From an optimization exercise on the open Yosys and OpenROAD flow, aimed at small area, a short achievable clock period and few clock cycles per item; shortcuts taken in it are not production practice.
Where RTL was checked, it was by simulation tests only, not by an equivalence proof against the original.

## polar_decoder
module polar_decoder
(
    input  wire                  clk,
    input  wire                  rst_n,
    input  wire                  module_en,
    input  wire  [192-1:0]  rdata,
    output logic [11-1:0]  raddr,
    output logic [6-1:0]  waddr,
    output logic [16-1:0]  wdata,
    output logic                 wen,
    output logic                 proc_done
);
Size: about 700 flip-flops, roughly 230 I/O pins, roughly 57000 µm² of cells after synthesis.
==> flow/config.mk <==
export PLATFORM = sky130hd
export DESIGN_NAME = polar_decoder
export DESIGN_NICKNAME = polar_decoder
export VERILOG_FILES = /design/flow/design.v
export SDC_FILE = /design/flow/constraint.sdc
export NUM_CORES = 4
export LEC_CHECK = 0
export ABC_AREA = 1
export CAP_MARGIN = 20
export CORE_MARGIN = 2
export CORE_UTILIZATION = 55
export GPL_ROUTABILITY_DRIVEN = 0
export PLACE_DENSITY = 0.75
export SETUP_SLACK_MARGIN = 4.0
export SLEW_MARGIN = 20
export TNS_END_PERCENT = 100
==> flow/constraint.sdc <==
create_clock -name core_clock -period 10.0 [get_ports {clk}]
set_input_delay 2.0000 -clock core_clock [delete_from_list [all_inputs] [get_ports {clk}]]
set_output_delay 2.0000 -clock core_clock [all_outputs]
set_load 0.01 [all_outputs]
run.sh (not shown) runs the stock make flow with config.mk's settings and CLKGATE_MAP_FILE= SYNTH_SCRIPT=/design/flow/synth_recipe.tcl, a recipe that flattens the netlist after the stock synthesis.
The baseline finished with timing, DRC and antenna clean.
Testbench counts at the start, summed over its fixed seeds: cycles 2,238, packets 760.
==> next run, changes <==
- ABC_AREA: 1 -> not set
- GPL_ROUTABILITY_DRIVEN: 0 -> not set
Result:
- wire length rose by a few percent
- non-clock buffer count rose by 335
- design area rose by roughly a tenth
==> next run, changes <==
- ABC_AREA: not set -> 1
- CAP_MARGIN: 20 -> 10
- SLEW_MARGIN: 20 -> 10
Routed wire length fell by 2.7%.
Sequential share of layout area rose by 1.6 points.
Critical path depth rises by 4.
Worst setup slack improves by 1.8 ns.
First-iteration DRC count goes up by 1.3%.
==> next run, changes <==
- SETUP_SLACK_MARGIN: 4.0 -> 4.25
=> The new run finished clean. Global-route usage came out higher by 0.26 points. Cell count goes up by 0.69%.

========
polar_decoder again, from the RTL that the note above started with.
clock: 10.0 ns
lec_check: 0
abc_area: 1
cap_margin: 20
core_margin: 2
core_utilization: 50
place_density: 0.7
setup_slack_margin: 4.0
slew_margin: 20
tns_end_percent: 100
Testbench counts at the start, summed over its fixed seeds: cycles 2,238, packets 760.
Next try:
Settings changed: CORE_UTILIZATION 50 to 55, PLACE_DENSITY 0.7 to 0.75, SETUP_SLACK_MARGIN 4.0 to 3.75.
The new run completed with no timing, DRC or antenna violations; clock-buffer cell count came out lower by 7; global-route usage came out higher by 1.9 points; routed wire length came out lower by a few percent; register-to-register slack is worse by 0.18 ns; worst setup slack is worse by 0.18 ns.
Next try:
Settings changed: CAP_MARGIN 20 to 10, PLACE_DENSITY 0.75 to 0.8, SETUP_SLACK_MARGIN 3.75 to 4.0, SLEW_MARGIN 20 to 10.
Result:
- The new run finished clean
- die area does not change
- maximum frequency increases by about 2.5%
- first-iteration DRC count grows by 2.5%
- wire length barely changes

========
Another version of the RTL of polar_decoder (not shown whole).
Size in the first run: ~8000 cells after synthesis, roughly 230 I/O pins, about 0.058 mm² of cells after synthesis.
// polar_decoder
module polar_decoder
(
    input  wire                  clk,
    input  wire                  rst_n,
    input  wire                  module_en,
    input  wire  [192-1:0]  rdata,
    output logic [11-1:0]  raddr,
    output logic [6-1:0]  waddr,
    output logic [16-1:0]  wdata,
    output logic                 wen,
    output logic                 proc_done
);
make LEC_CHECK=0 ABC_AREA=1 CAP_MARGIN=20 CORE_MARGIN=2 CORE_UTILIZATION=55 PLACE_DENSITY=0.75 SETUP_SLACK_MARGIN=4.5 SLEW_MARGIN=20 TNS_END_PERCENT=100 finish   # period 10.0 ns
The first run went through all stages and came out clean.
Then changed:
Settings changed: SETUP_SLACK_MARGIN 4.5 to 4.0.
After rerunning: The new run produced a clean layout; setup slack is worse by 130 ps; die area is unchanged; area after synthesis does not change; routed wire length climbs by 0.88%; final cell count is about the same; via count barely changes; cell area drops by about 0.8%.
No functional check of the RTL was part of any run of this note.

========
polar_decoder with an RTL version that a note above also has.
Size: about 8700 cells after synthesis, about 700 flip-flops, ~230 I/O pins.
Settings: LEC_CHECK=0, ABC_AREA=1, CAP_MARGIN=20, CORE_MARGIN=2, CORE_UTILIZATION=55, SETUP_SLACK_MARGIN=4.5, SLEW_MARGIN=20, TNS_END_PERCENT=100; clock period 10.0 ns.
Testbench counts at the start, summed over its fixed seeds: cycles 2,238, packets 760.
==> next run, changes <==
CORE_UTILIZATION = 62   (was 55)
PLACE_DENSITY = 0.8   (was default)
SETUP_SLACK_MARGIN = 4.0   (was 4.5)
What happened:
- The new run finished with timing, DRC and antenna clean
- routed wire length goes down by a few percent
- via count barely changes
- maximum frequency goes down by a few percent

========
Another version of the RTL of polar_decoder (not shown whole).
clock: 10.0 ns
lec_check: 0
abc_area: 1
cap_margin: 20
core_margin: 2
core_utilization: 55
setup_slack_margin: 3.0
slew_margin: 20
tns_end_percent: 100
Rerun with:
Settings changed: SETUP_SLACK_MARGIN 3.0 to 3.5.
Via count climbs by about 1.5%.
Sequential share of layout area falls by 0.44 points.
Worst hold slack is about the same.
Count of clock-buffer cells in the layout does not change.
Sequential cell count is unchanged.
Rerun with:
Settings changed: SETUP_SLACK_MARGIN 3.5 to 4.0.
After rerunning: The changed run completed with no timing, DRC or antenna violations; synthesized area stays the same; routed wire length grows by 3.5%; setup slack is better by 0.39 ns; cell count grows by 1.3%.
No functional check of the RTL was part of any run of this note.

========
Setup of run A:
polar_decoder, a different RTL version from the one above (not shown whole).
Size: about 8700 cells after synthesis, roughly 770 flip-flops, ~230 I/O pins, roughly 60000 um2 of cells after synthesis.
==> flow/design.v (excerpt) <==
module polar_decoder
(
    input  wire                  clk,
    input  wire                  rst_n,
    input  wire                  module_en,
    input  wire  [192-1:0]  rdata,
    output logic [11-1:0]  raddr,
    output logic [6-1:0]  waddr,
    output logic [16-1:0]  wdata,
    output logic                 wen,
    output logic                 proc_done
);
Settings: LEC_CHECK=0, ABC_AREA=1, CAP_MARGIN=20, CORE_MARGIN=2, CORE_UTILIZATION=65, SETUP_SLACK_MARGIN=4, SLEW_MARGIN=20; clock period 10.0 ns.
Testbench counts of run A, summed over its fixed seeds: cycles 2,238, packets 760.
[inputs] run B vs run A
-- flow/config.mk --
<<< run A, line 8
export ABC_AREA = 1
>>> run B, line 8
<<< run A, line 11
export CORE_UTILIZATION = 65
export SETUP_SLACK_MARGIN = 4
>>> run B, line 10
export CORE_UTILIZATION = 55
export SETUP_SLACK_MARGIN = 1.5
==> comparison <==
Run B vs run A: worst setup slack down
Compared with run A, run B shows a sequential share of layout area that is 1.2 points higher.
| combined flip-flop and latch cell area | higher: run A |
Comparing run A and run B, the lower antenna diode count is on run B.
The inputs of run C differ from those of run B as listed below.
-- flow/config.mk --
<<< run B, line 8
>>> run C, line 8
export ABC_AREA = 1
<<< run B, line 11
export SETUP_SLACK_MARGIN = 1.5
>>> run C, line 12
export SETUP_SLACK_MARGIN = 3.5
<<< run B, line 13
>>> run C, line 14
export TNS_END_PERCENT = 100
Findings:
- In the tables for run C and run B, via count of the first global-routing pass reads lower with run B.
- Against run B, run C comes in about 0.9% higher on routed wire length.
- Compared with run B, in run C share of the final layout cell area in sequential cells essentially unchanged, clock edge transition at the registers on the reported setup and hold paths essentially unchanged, final instance area increased 0.78%.
- Going from run B to run C, buffer count excluding the clock tree in the final layout grew slightly.
- STATUS via total after detailed routing: run C loses against run B
- Count of cells resized by post-cts repair ended up 78 higher on run C than on run B.
- On sequential cell count of the final layout, run C and run B are neck and neck.

========
Setup of sierra:
polar_decoder with an RTL version that a note above also has.
Size in the first run: ~8700 cells after synthesis, roughly 700 flip-flops.
// polar_decoder
module polar_decoder
(
    input  wire                  clk,
    input  wire                  rst_n,
    input  wire                  module_en,
    input  wire  [192-1:0]  rdata,
    output logic [11-1:0]  raddr,
    output logic [6-1:0]  waddr,
    output logic [16-1:0]  wdata,
    output logic                 wen,
    output logic                 proc_done
);
make LEC_CHECK=0 ABC_AREA=1 CAP_MARGIN=20 CORE_MARGIN=2 CORE_UTILIZATION=55 PLACE_DENSITY=0.75 SETUP_SLACK_MARGIN=4.25 SLEW_MARGIN=20 TNS_END_PERCENT=100 finish   # period 10.0 ns
No stage failed in sierra, and the final checks on the layout all came back clean.
Testbench counts of sierra, summed over its fixed seeds: cycles 2,238, packets 760.
diff inputs: sierra => violet
- a change of SETUP_SLACK_MARGIN from 4.25 to 4.0
### Flow results
- Looking at sierra and violet, the setup slack at placement is a wash.
- Routed wire length shrinks slightly when moving from sierra to violet.
- Gate count of the mapped netlist across sierra and violet: no real change.
- violet completed end to end with timing, DRC and antenna clean.
- sierra and violet ended up with roughly the same flip-flop and latch count.
- Changes observed in violet relative to sierra: final critical path time including I/O delays and setup up 25 ps; smallest setup slack after layout lost 25 ps.
### violet -> tundra
- PLACE_DENSITY no longer set, was 0.75
Findings:
- tundra gives more total met2 wirelength after detailed routing than violet did.
- For post-placement cell count, tundra and violet come out practically identical.
- Sort violet and tundra by all-layer global routing usage, ascending, and violet comes first.
- Per the comparison of tundra with violet, count of clock-buffer cells in the layout dropped about 7%, worst hold margin dropped 8.6 ps.
- tundra: share of the clock period used by the worst path after layout higher than violet

## static timing again, ports no longer ideal
In the flow no input, the clock included, has a driving cell. The finished layouts below were timed again as built, in two steps.
Step 1 assumes that a clkbuf_16 drives the clock port and a buf_2 every other input.
Step 2 adds t to the input delays and takes it off the output delays; t is the mean of the earliest and latest rising clock arrival at the registers after step 1. Input paths then give back, and output paths get back, about the clock's delay inside the block.
Slacks: no drivers / after step 1 / after step 2; pairs: no drivers / after step 1.
run	shift t [ns]	setup WS [ns]	worst register clock-pin slew, ns	worst slew at a driven data input, ns	cell pins on the clock port's net
the first run of note 1	0.738	3.942 / 3.942 / 3.683	0.07 / 0.07	0.07	1
the second run of note 1	0.740	2.343 / 2.343 / 2.343	0.07 / 0.07	0.10	1
the third run of note 1	0.739	4.162 / 4.162 / 3.762	0.07 / 0.07	0.09	1
the fourth run of note 1	0.744	4.179 / 4.179 / 3.938	0.07 / 0.07	0.10	1
the first run of note 2	0.730	4.131 / 4.131 / 3.747	0.07 / 0.07	0.12	1
the second run of note 2	0.742	3.951 / 3.951 / 3.722	0.07 / 0.07	0.10	1
the third run of note 2	0.729	4.101 / 4.101 / 3.671	0.07 / 0.07	0.11	1
the first run of note 3	0.730	3.126 / 3.126 / 3.126	0.07 / 0.07	0.06	1
the second run of note 3	0.736	2.999 / 2.999 / 2.999	0.07 / 0.07	0.13	1
the first run of note 4	0.742	4.169 / 4.169 / 4.125	0.07 / 0.07	0.12	1
the second run of note 4	0.734	4.036 / 4.036 / 3.695	0.07 / 0.07	0.12	1
the first run of note 5	0.728	3.349 / 3.349 / 3.059	0.07 / 0.07	0.08	1
the second run of note 5	0.728	3.724 / 3.724 / 3.126	0.07 / 0.07	0.08	1
the third run of note 5	0.732	4.119 / 4.119 / 3.535	0.07 / 0.07	0.08	1
run A	0.718	3.704 / 3.704 / 3.704	0.07 / 0.07	0.08	1
run B	0.742	1.725 / 1.725 / 1.725	0.07 / 0.07	0.06	1
run C	0.708	3.714 / 3.714 / 3.714	0.07 / 0.07	0.08	1
sierra	0.739	4.168 / 4.168 / 3.929	0.07 / 0.07	0.10	1
violet	0.739	4.143 / 4.143 / 3.764	0.07 / 0.07	0.08	1
tundra	0.740	4.094 / 4.094 / 3.754	0.07 / 0.07	0.12	1
After both steps every run listed still meets setup and hold. The setup slack of the second run of note 5, which loses most, moves by 0.000 ns with the drivers and by -0.598 ns with both steps.
